Background: an optimization exercise with open tools, aiming at a short achievable clock period and few clock cycles. Do not read the settings as production practice.
Function was not checked in any run shown here: the RTL went through the layout flow alone.
No activity file was given, so power comes from the tool's default toggle rates.

===== constraint.sdc =====
create_clock -name core_clock -period 7.0 [get_ports {clk}]
set_input_delay 1.4000 -clock core_clock [delete_from_list [all_inputs] [get_ports {clk}]]
set_output_delay 1.4000 -clock core_clock [all_outputs]
set_load 0.01 [all_outputs]

===== config.mk =====
export PLATFORM = sky130hd
export DESIGN_NAME = cpuTop
export DESIGN_NICKNAME = cpuTop
export VERILOG_FILES = /design/flow/design.v
export SDC_FILE = /design/flow/constraint.sdc
export NUM_CORES = 4
export LEC_CHECK = 0
export CAP_MARGIN = 20
export CORE_MARGIN = 2
export CORE_UTILIZATION = 40
export SETUP_SLACK_MARGIN = 4.5
export SLEW_MARGIN = 20
export TNS_END_PERCENT = 5

===== design.v =====
`timescale 1ns/1ns
package cpuIsaPkg;
    typedef logic [8-1:0] data_t;                  
    typedef logic [8-1:0] addr_t;                  
    typedef logic [$clog2(4)-1:0] regIdx_t;      
    typedef logic [2*8-1:0] instr_t;               
    typedef enum logic [3:0] {
        LDI = 4'd0,      
        LDM = 4'd1,      
        STM = 4'd2,      
        MOV = 4'd3,
        AND = 4'd4,
        OR  = 4'd5,
        NOT = 4'd6,
        ADD = 4'd7,
        SUB = 4'd8,
        LSL = 4'd9,
        LSR = 4'd10,
        INC = 4'd11,
        DEC = 4'd12,
        BRA = 4'd13,
        BNE = 4'd14,     
        NOP = 4'd15
    } opcode_e;
    typedef enum logic [1:0] {
        FETCH_HI = 2'd0,
        FETCH_LO = 2'd1,
        EXEC     = 2'd2
    } step_e;
    typedef struct packed {
        logic z;
        logic c;
        logic n;
    } flags_t;
    typedef enum logic [1:0] {
        WB_ALU = 2'd0,
        WB_IMM = 2'd1,
        WB_MEM = 2'd2
    } wbSrc_e;
    typedef struct packed {
        logic    regWe;
        regIdx_t regWsel;
        regIdx_t rdSelA;
        regIdx_t rdSelB;
        wbSrc_e  wbSrc;
        opcode_e aluOp;
        logic    flagsWe;
        logic    fetchHi;        
        logic    fetchLo;        
        logic    memWe;
        logic    branch;         
        logic    branchIfNz;     
        data_t   operand;        
    } ctrl_t;
    typedef struct packed {
        logic  we;
        addr_t addr;
        data_t data;
    } memLoad_t;
    typedef struct packed {
        logic  we;
        addr_t addr;
        data_t data;
    } memWrite_t;
    typedef struct packed {
        addr_t  pc;
        flags_t flags;
        logic   instrDone;
    } cpuStatus_t;
endpackage
`timescale 1ns/1ns
module cpuTop
(
    input  logic       clk,
    input  logic       rst,
    input  logic       load_we,
    input  logic [7:0] load_addr,
    input  logic [7:0] load_data,
    output logic       store_we,
    output logic [7:0] store_addr,
    output logic [7:0] store_data,
    output logic [7:0] status_pc,
    output logic [2:0] status_flags,
    output logic       status_instrDone
);
    localparam logic [3:0] LDI = 4'd0,  LDM = 4'd1,  STM = 4'd2,  MOV = 4'd3,
                           AND = 4'd4,  OR  = 4'd5,  NOT = 4'd6,  ADD = 4'd7,
                           SUB = 4'd8,  LSL = 4'd9,  LSR = 4'd10, INC = 4'd11,
                           DEC = 4'd12, BRA = 4'd13, BNE = 4'd14, NOP = 4'd15;
    logic       ldWe;
    logic [7:0] ldAddr;
    logic [7:0] ldData;
    always_ff @(posedge clk) begin
        ldWe   <= load_we;
        ldAddr <= load_addr;
        ldData <= load_data;
    end
    logic [7:0]  mem  [256];
    logic [15:0] word [128];
    for (genvar k = 0; k < 128; k++) begin : g_word
        assign word[k] = {mem[2 * k], mem[2 * k + 1]};
    end
    logic [7:0] regs [4];
    logic       fz, fc, fn;
    logic [7:0]  pcF;                
    logic [6:0]  wIdx;               
    logic        odd2;               
    logic [7:0]  hiSave;             
    logic [15:0] fWord;
    logic [7:0]  fHi;
    logic [7:0]  fLo;
    logic        fOk;                
    assign fWord = word[wIdx];
    assign fHi   = odd2 ? hiSave : fWord[15:8];
    assign fLo   = odd2 ? fWord[15:8] : fWord[7:0];
    assign fOk   = odd2 || !pcF[0];
    logic [7:0]  pcP2;
    assign pcP2  = 8'(pcF + 8'd2);
    logic       exV;                 
    logic       exSt;                
    logic [7:0] exSd;                
    logic [7:0] stAddr;              
    logic [7:0] exPc;                
    logic [3:0] exOp;
    logic [1:0] exD;
    logic [1:0] exS;
    logic [7:0] exImm;
    logic [7:0] a, b, res, ldmData;
    logic       cNew;
    logic       isAlu;
    logic       isStm;
    logic       zRes;
    logic       zNext;
    logic       kill;
    logic       taken;
    logic       issue;
    logic       ldP;
    logic [1:0] ldDst;
    logic [7:0] ldQ;
    logic [7:0] rEff [4];
    for (genvar k = 0; k < 4; k++) begin : g_reff
        assign rEff[k] = (ldP && (ldDst == 2'(k))) ? ldQ : regs[k];
    end
    assign a       = rEff[exD];
    assign b       = rEff[exS];
    assign ldmData = mem[exImm];
    always_comb begin
        cNew = fc;
        case (exOp)
            MOV: res = b;
            AND: res = a & b;
            OR:  res = a | b;
            NOT: res = ~b;
            ADD: {cNew, res} = {1'b0, a} + {1'b0, b};
            SUB: begin
                res  = a - b;
                cNew = (a >= b);
            end
            LSL: begin
                res  = {b[6:0], 1'b0};
                cNew = b[7];
            end
            LSR: begin
                res  = {1'b0, b[7:1]};
                cNew = b[0];
            end
            INC: res = b + 8'd1;
            DEC: res = b - 8'd1;
            default: res = b;
        endcase
    end
    always_comb begin
        case (exOp)
            MOV:     zRes = (b == 8'h00);
            AND:     zRes = ((a & b) == 8'h00);
            OR:      zRes = ((a | b) == 8'h00);
            NOT:     zRes = (b == 8'hFF);
            ADD:     zRes = ((a ^ b) == {(a[6:0] | b[6:0]), 1'b0});
            SUB:     zRes = (a == b);
            LSL:     zRes = (b[6:0] == 7'h00);
            LSR:     zRes = (b[7:1] == 7'h00);
            INC:     zRes = (b == 8'hFF);
            DEC:     zRes = (b == 8'h01);
            default: zRes = fz;
        endcase
    end
    logic       wbEn;
    logic [7:0] wbData;
    assign isStm  = (exOp == STM);
    assign isAlu  = (exOp >= MOV) && (exOp <= DEC);
    assign wbEn   = (exOp == LDI) || isAlu;
    assign wbData = (exOp == LDI) ? exImm : res;
    assign zNext  = isAlu ? zRes : fz;
    assign kill  = isStm && ((exImm == pcF) || (8'(exImm - 8'd1) == pcF));
    logic sdWait;
    assign sdWait = (exOp == LDM) && (fHi[7:4] == STM) && (fHi[1:0] == exD);
    assign issue  = fOk && !kill && !sdWait;
    assign taken = (fHi[7:4] == BRA) || ((fHi[7:4] == BNE) && !zNext);
    always_ff @(posedge clk) begin
        if (rst) begin
            pcF  <= '0;
            wIdx <= '0;
            odd2 <= 1'b0;
            exV  <= 1'b0;
            exSt <= 1'b0;
            exOp <= NOP;
        end else begin
            exV  <= issue;
            exSt <= issue && (fHi[7:4] == STM);
            exOp <= issue ? fHi[7:4] : NOP;
            if (kill) begin
                wIdx <= pcF[7:1];
                odd2 <= 1'b0;
            end else if (sdWait) begin
            end else if (!fOk) begin
                wIdx <= 7'(wIdx + 7'd1);
                odd2 <= 1'b1;
            end else if (taken) begin
                pcF  <= fLo;
                wIdx <= fLo[7:1];
                odd2 <= 1'b0;
            end else begin
                pcF  <= pcP2;
                wIdx <= pcP2[7:1];
                odd2 <= 1'b0;
            end
        end
        hiSave <= fWord[7:0];
        exPc   <= pcF;
        stAddr <= fLo;
        exD    <= fHi[3:2];
        exS    <= fHi[1:0];
        exImm  <= fLo;
        if (wbEn && (exD == fHi[1:0])) begin
            exSd <= wbData;
        end else begin
            exSd <= rEff[fHi[1:0]];
        end
        ldDst <= exD;
        ldQ   <= ldmData;
    end
    always_ff @(posedge clk) begin
        if (rst) begin
            for (int i = 0; i < 4; i++) begin
                regs[i] <= '0;
            end
            fz <= 1'b0;
            fc <= 1'b0;
            fn <= 1'b0;
            ldP <= 1'b0;
        end else begin
            ldP <= (exOp == LDM);
            for (int i = 0; i < 4; i++) begin
                if (wbEn && (exD == 2'(i))) begin
                    regs[i] <= wbData;
                end else if (ldP && (ldDst == 2'(i))) begin
                    regs[i] <= ldQ;
                end
            end
            if (isAlu) begin
                fz <= zRes;
                fn <= res[7];
                fc <= cNew;
            end
        end
    end
    logic [7:0] wAddr;
    logic [7:0] wData;
    logic       wEn;
    assign wEn   = ldWe || isStm;
    assign wAddr = ldWe ? ldAddr : exImm;
    assign wData = ldWe ? ldData : b;
    always_ff @(posedge clk) begin
        if (wEn) begin
            mem[wAddr] <= wData;
        end
    end
    assign store_we         = exSt;
    assign store_addr       = stAddr;
    assign store_data       = exSd;
    assign status_pc        = exPc;
    assign status_flags     = {fz, fc, fn};
    assign status_instrDone = exV;
endmodule

===== run.sh =====
#!/bin/bash
# synth_recipe.tcl (not shown) runs the flow's synth.tcl, then flattens the netlist and writes it again
# the make line also repeats each setting of config.mk as NAME=value (left out here)
make -C /OpenROAD-flow-scripts/flow DESIGN_CONFIG=/design/flow/config.mk WORK_HOME=/design/flow/orfs CLKGATE_MAP_FILE= SYNTH_SCRIPT=/design/flow/synth_recipe.tcl finish

==> results of run 1 <==
[how the worst max path moves through the flow]
stage / start / endpoint / slack [ps] / cells past startpoint
after detailed placement: wIdx[6]$_SDFFE_PP0P_ / pcF[4]$_SDFFE_PP0P_ / -380 / 13
after floorplan: exS[1]$_DFF_P_ / mem[0][7]$_DFFE_PP_ / 2860 / 7
after CTS: wIdx[1]$_SDFFE_PP0P_ / wIdx[6]$_SDFFE_PP0P_ / 2110 / 17
after global placement: wIdx[6]$_SDFFE_PP0P_ / pcF[4]$_SDFFE_PP0P_ / -960 / 13
[metal layers]
metal / overflow / global-route usage (%)
met5: 12 / 56.0
met4: 440 / 70.4
met3: 88 / 73.1
met2: 679 / 87.8
met1: 73 / 81.9
[Yosys cell counts, types with 26 or more instances]
cell type / n / area (um2)
a2111oi_0: 58 / 508
a211oi_1: 42 / 315
a21oi_1: 68 / 340
a221oi_1: 30 / 263
a22o_1: 30 / 263
a22oi_1: 797 / 5980
and3_1: 161 / 1010
buf_1: 70 / 263
buf_2: 26 / 130
clkbuf_1: 332 / 1250
dfxtp_1: 121 / 2420
edfxtp_1: 2048 / 61500
ha_1: 35 / 438
inv_1: 48 / 180
mux2_2: 38 / 428
mux2i_1: 71 / 711
mux4_2: 694 / 15600
nand2_1: 274 / 1030
nand3_1: 122 / 611
nand4_1: 157 / 982
nor2_1: 519 / 1950
nor3_1: 80 / 400
nor4_1: 63 / 394
o21ai_0: 57 / 285
[power by group through the flow]
stage / logic (mW) / clock network, mW / registers (mW)
floorplan: 11.9 / 0 / 16.4
detailed placement: 21.2 / 0 / 17.0
global placement: 21.3 / 0 / 17.0
CTS: 23.4 / 12.4 / 16.6
[repair_timing]
action,CTS
gates resized for setup,384
buffers inserted,188
endpoints found under the setup margin,4218
cloned,13
pin swaps,92
[per-stage QoR]
| step | setup TNS, ps | cell area [um2] | power, mW | hold WS (ps) | setup slack [ps] |
|---|---|---|---|---|---|
| after floorplan | 0 | 101000 | 28.3 | 329 | 2860 |
| after global placement | -14400 | 108000 | 38.2 | 440 | -963 |
| after detailed placement | -3680 | 108000 | 38.2 | 430 | -382 |
| after CTS | 0 | 120000 | 52.5 | 438 | 2110 |
[logic make-up after synthesis]
kind of cell	after synthesis	share of synthesized area (%)
flops	2169	63.4
compound gates	1236	9.19
simple gates	1552	7.79
fa+ha+maj	37	0.474
mux	803	16.6
xor+xnor	37	0.340
buf+inv	526	2.23
==> out/results.tsv, run 1 <==
metric	value	unit
grt_use_total	79.4	%
cts_max_level	4	
root_buffer	clkbuf_16	
synthCells	6360	
die_w	506	um
postSynth.asyncResetShare	0	%
stop_stage	global routing (5_1_grt)	
dpl.hpwl	685	mm
placed_cells_incl_taps	9749	
cts_buffers	228	
status	did not finish	
synth-edff-count	2048	
grt_pass1_wl	1320	mm
synth-seq-area-share	63.4	%
place_congestion	1.60	
error_line	[ERROR GRT-0116] Global routing finished with congestion. Check the congestion regions in the DRC Viewer.	
hold_buffers	0	
portBuffers	47	
clock_path_buffers	3	
grt_pass1_vias	102000	
ys_seq_elements	2169	
yosysWarnings	4	
initial_utilization	40.2	%
synth_area	101000	um2
synth_cell_types	102	
grt_max_degree	142	
synth_area_per_cell	15.9	um2
grt-ovfl-total	1292	
rows	184	
ios	48	
clkSinkCount	2169	
syn-num-nets	6416	
ys.flop_type	edfxtp_1	
die_h	506	um
==> run 2: changes to the inputs <==
--- a/design.v
+++ b/design.v
@@ -134,15 +134,8 @@
     logic       kill;
     logic       taken;
     logic       issue;
-    logic       ldP;
-    logic [1:0] ldDst;
-    logic [7:0] ldQ;
-    logic [7:0] rEff [4];
-    for (genvar k = 0; k < 4; k++) begin : g_reff
-        assign rEff[k] = (ldP && (ldDst == 2'(k))) ? ldQ : regs[k];
-    end
-    assign a       = rEff[exD];
-    assign b       = rEff[exS];
+    assign a       = regs[exD];
+    assign b       = regs[exS];
     assign ldmData = mem[exImm];
     always_comb begin
         cNew = fc;
@@ -188,13 +181,12 @@
     logic [7:0] wbData;
     assign isStm  = (exOp == STM);
     assign isAlu  = (exOp >= MOV) && (exOp <= DEC);
-    assign wbEn   = (exOp == LDI) || isAlu;
-    assign wbData = (exOp == LDI) ? exImm : res;
+    assign wbEn   = (exOp == LDI) || (exOp == LDM) || isAlu;
+    assign wbData = ({8{exOp == LDI}} & exImm) | ({8{exOp == LDM}} & ldmData) |
+                    ({8{(exOp != LDI) && (exOp != LDM)}} & res);
     assign zNext  = isAlu ? zRes : fz;
     assign kill  = isStm && ((exImm == pcF) || (8'(exImm - 8'd1) == pcF));
-    logic sdWait;
-    assign sdWait = (exOp == LDM) && (fHi[7:4] == STM) && (fHi[1:0] == exD);
-    assign issue  = fOk && !kill && !sdWait;
+    assign issue = fOk && !kill;
     assign taken = (fHi[7:4] == BRA) || ((fHi[7:4] == BNE) && !zNext);
     always_ff @(posedge clk) begin
         if (rst) begin
@@ -211,7 +203,6 @@
             if (kill) begin
                 wIdx <= pcF[7:1];
                 odd2 <= 1'b0;
-            end else if (sdWait) begin
             end else if (!fOk) begin
                 wIdx <= 7'(wIdx + 7'd1);
                 odd2 <= 1'b1;
@@ -234,10 +225,8 @@
         if (wbEn && (exD == fHi[1:0])) begin
             exSd <= wbData;
         end else begin
-            exSd <= rEff[fHi[1:0]];
-        end
-        ldDst <= exD;
-        ldQ   <= ldmData;
+            exSd <= regs[fHi[1:0]];
+        end
     end
     always_ff @(posedge clk) begin
         if (rst) begin
@@ -247,15 +236,9 @@
             fz <= 1'b0;
             fc <= 1'b0;
             fn <= 1'b0;
-            ldP <= 1'b0;
         end else begin
-            ldP <= (exOp == LDM);
-            for (int i = 0; i < 4; i++) begin
-                if (wbEn && (exD == 2'(i))) begin
-                    regs[i] <= wbData;
-                end else if (ldP && (ldDst == 2'(i))) begin
-                    regs[i] <= ldQ;
-                end
+            if (wbEn) begin
+                regs[exD] <= wbData;
             end
             if (isAlu) begin
                 fz <= zRes;
==> run 2 against run 1 <==
The run again fails in global routing (5_1_grt). Synthesized cell count grew 2.2%. Synthesized area grew 0.27%.
==> out/results.tsv, run 2 <==
metric	value	unit	change
ys_seq_elements	2158		was 2,169
postPlaceCellArea	109000	um2	was 108,000 um2
status	did not finish		unchanged
synth_area_per_cell	15.6	um2	was 15.9 um2
rows	184		unchanged
grt_use_total	81.9	%	
dp_slack	950	ps	was -382 ps
synth-edff-count	2080		was 2,048
synth_area_leaders	edfxtp_1, mux4_2, a22oi_1, nand3_1, nor2_1		was edfxtp_1, mux4_2, a22oi_1, dfxtp_1, nor2_1
syn-num-nets	6554		was 6,416
hold_buffers	0		unchanged
synth_area	101000	um2	about the same
yosys-top-cells-count	edfxtp_1, mux4_2, a22oi_1		was edfxtp_1, a22oi_1, mux4_2
synth.largest_area_cell	edfxtp_1		unchanged
cts_buffers	229		was 228
stop_stage	global routing (5_1_grt)		unchanged
clkSinkCount	2158		was 2,169
root_buffer	clkbuf_16		unchanged
synthMostInstantiatedCell	edfxtp_1		unchanged
dpl.hpwl	734	mm	was 685 mm
synthCells	6497		was 6,360
place_congestion	1.44		was 1.60
grt-ovfl-total	778		
error_line	[ERROR GRT-0116] Global routing finished with congestion. Check the congestion regions in the DRC Viewer.		unchanged
postSynth.asyncResetShare	0	%	unchanged
synth_top_cell_area_share	61.7	%	was 61.0%
die_w	507	um	was 506 um
initial_utilization	40.2	%	about the same
synth-seq-area-share	63.3	%	was 63.4%
synth_cell_types	99		was 102
die_h	507	um	was 506 um
portBuffers	47		unchanged
ios	48		unchanged
grt_max_degree	150		
grt_pass1_vias	103000		
clock_path_buffers	3		unchanged
cts_max_level	4		unchanged
ys.flop_type	edfxtp_1		unchanged
yosysWarnings	2		was 4
grt_pass1_wl	1360	mm	
-- run 2: cell types whose count changed after synthesis, moves of 24 or more --
cell	before	now
clkbuf_1	332	375
nor2_1	519	437
and2_1	11	52
buf_2	26	101
mux2i_1	71	25
a221oi_1	30	6
nand3_1	122	570
nand2_1	274	179
edfxtp_1	2048	2080
nor3_1	80	32
a22oi_1	797	641
dfxtp_1	121	78
a211oi_1	42	8
nand4_1	157	249
-- run 2: worst max-delay path by stage --
stage                                to  slack, ps  cells past startpoint
2_1_floorplan  regs[0][4]$_SDFFCE_PN0P_       2960                     12
3_3_place_gp         wIdx[2]$_SDFF_PP0_      -2290                     14
3_5_place_dp         wIdx[6]$_SDFF_PP0_        950                     13
4_1_cts              wIdx[2]$_SDFF_PP0_       2320                     16
-- run 2: layer usage --
layer / global-route usage [%] / GRT overflow
met1: 84.1 / 19
met5: 57.7 / 2
met3: 75.6 / 22
met2: 90.0 / 465
met4: 74.9 / 270
-- run 2: what timing repair did --
item / in CTS
resized for setup: 776
pin swaps: 182
endpoints found under the setup margin: 4112
setup buffers: 274
gates cloned: 33
-- run 2: through the flow --
step / cells / util, % / total power, mW
CTS: 10700 / 49.2 / 50.2
global placement: 9923 / 43.4 / 35.0
detailed placement: 9931 / 43.5 / 35.1
floorplan: 6497 / - / 26.4
-- run 2: kinds of logic after synthesis --
group | count (synthesis) | share of synthesized area, %
AO/OA/AOI/OAI | 1000 | 7.43
AND/OR/NAND/NOR | 1912 | 9.88
multiplexers | 750 | 16.1
XOR/XNOR | 34 | 0.294
adder cells (fa/ha/maj) | 38 | 0.485
flip-flops | 2158 | 63.3
buffers and inverters | 605 | 2.54
-- run 2: power groups by stage --
stage | sequential [mW] | clock (mW) | combinational (mW)
4_1_cts | 15.9 | 12.4 | 21.9
3_5_place_dp | 16.4 | 0 | 18.7
3_3_place_gp | 16.5 | 0 | 18.6
2_1_floorplan | 16.1 | 0 | 10.3
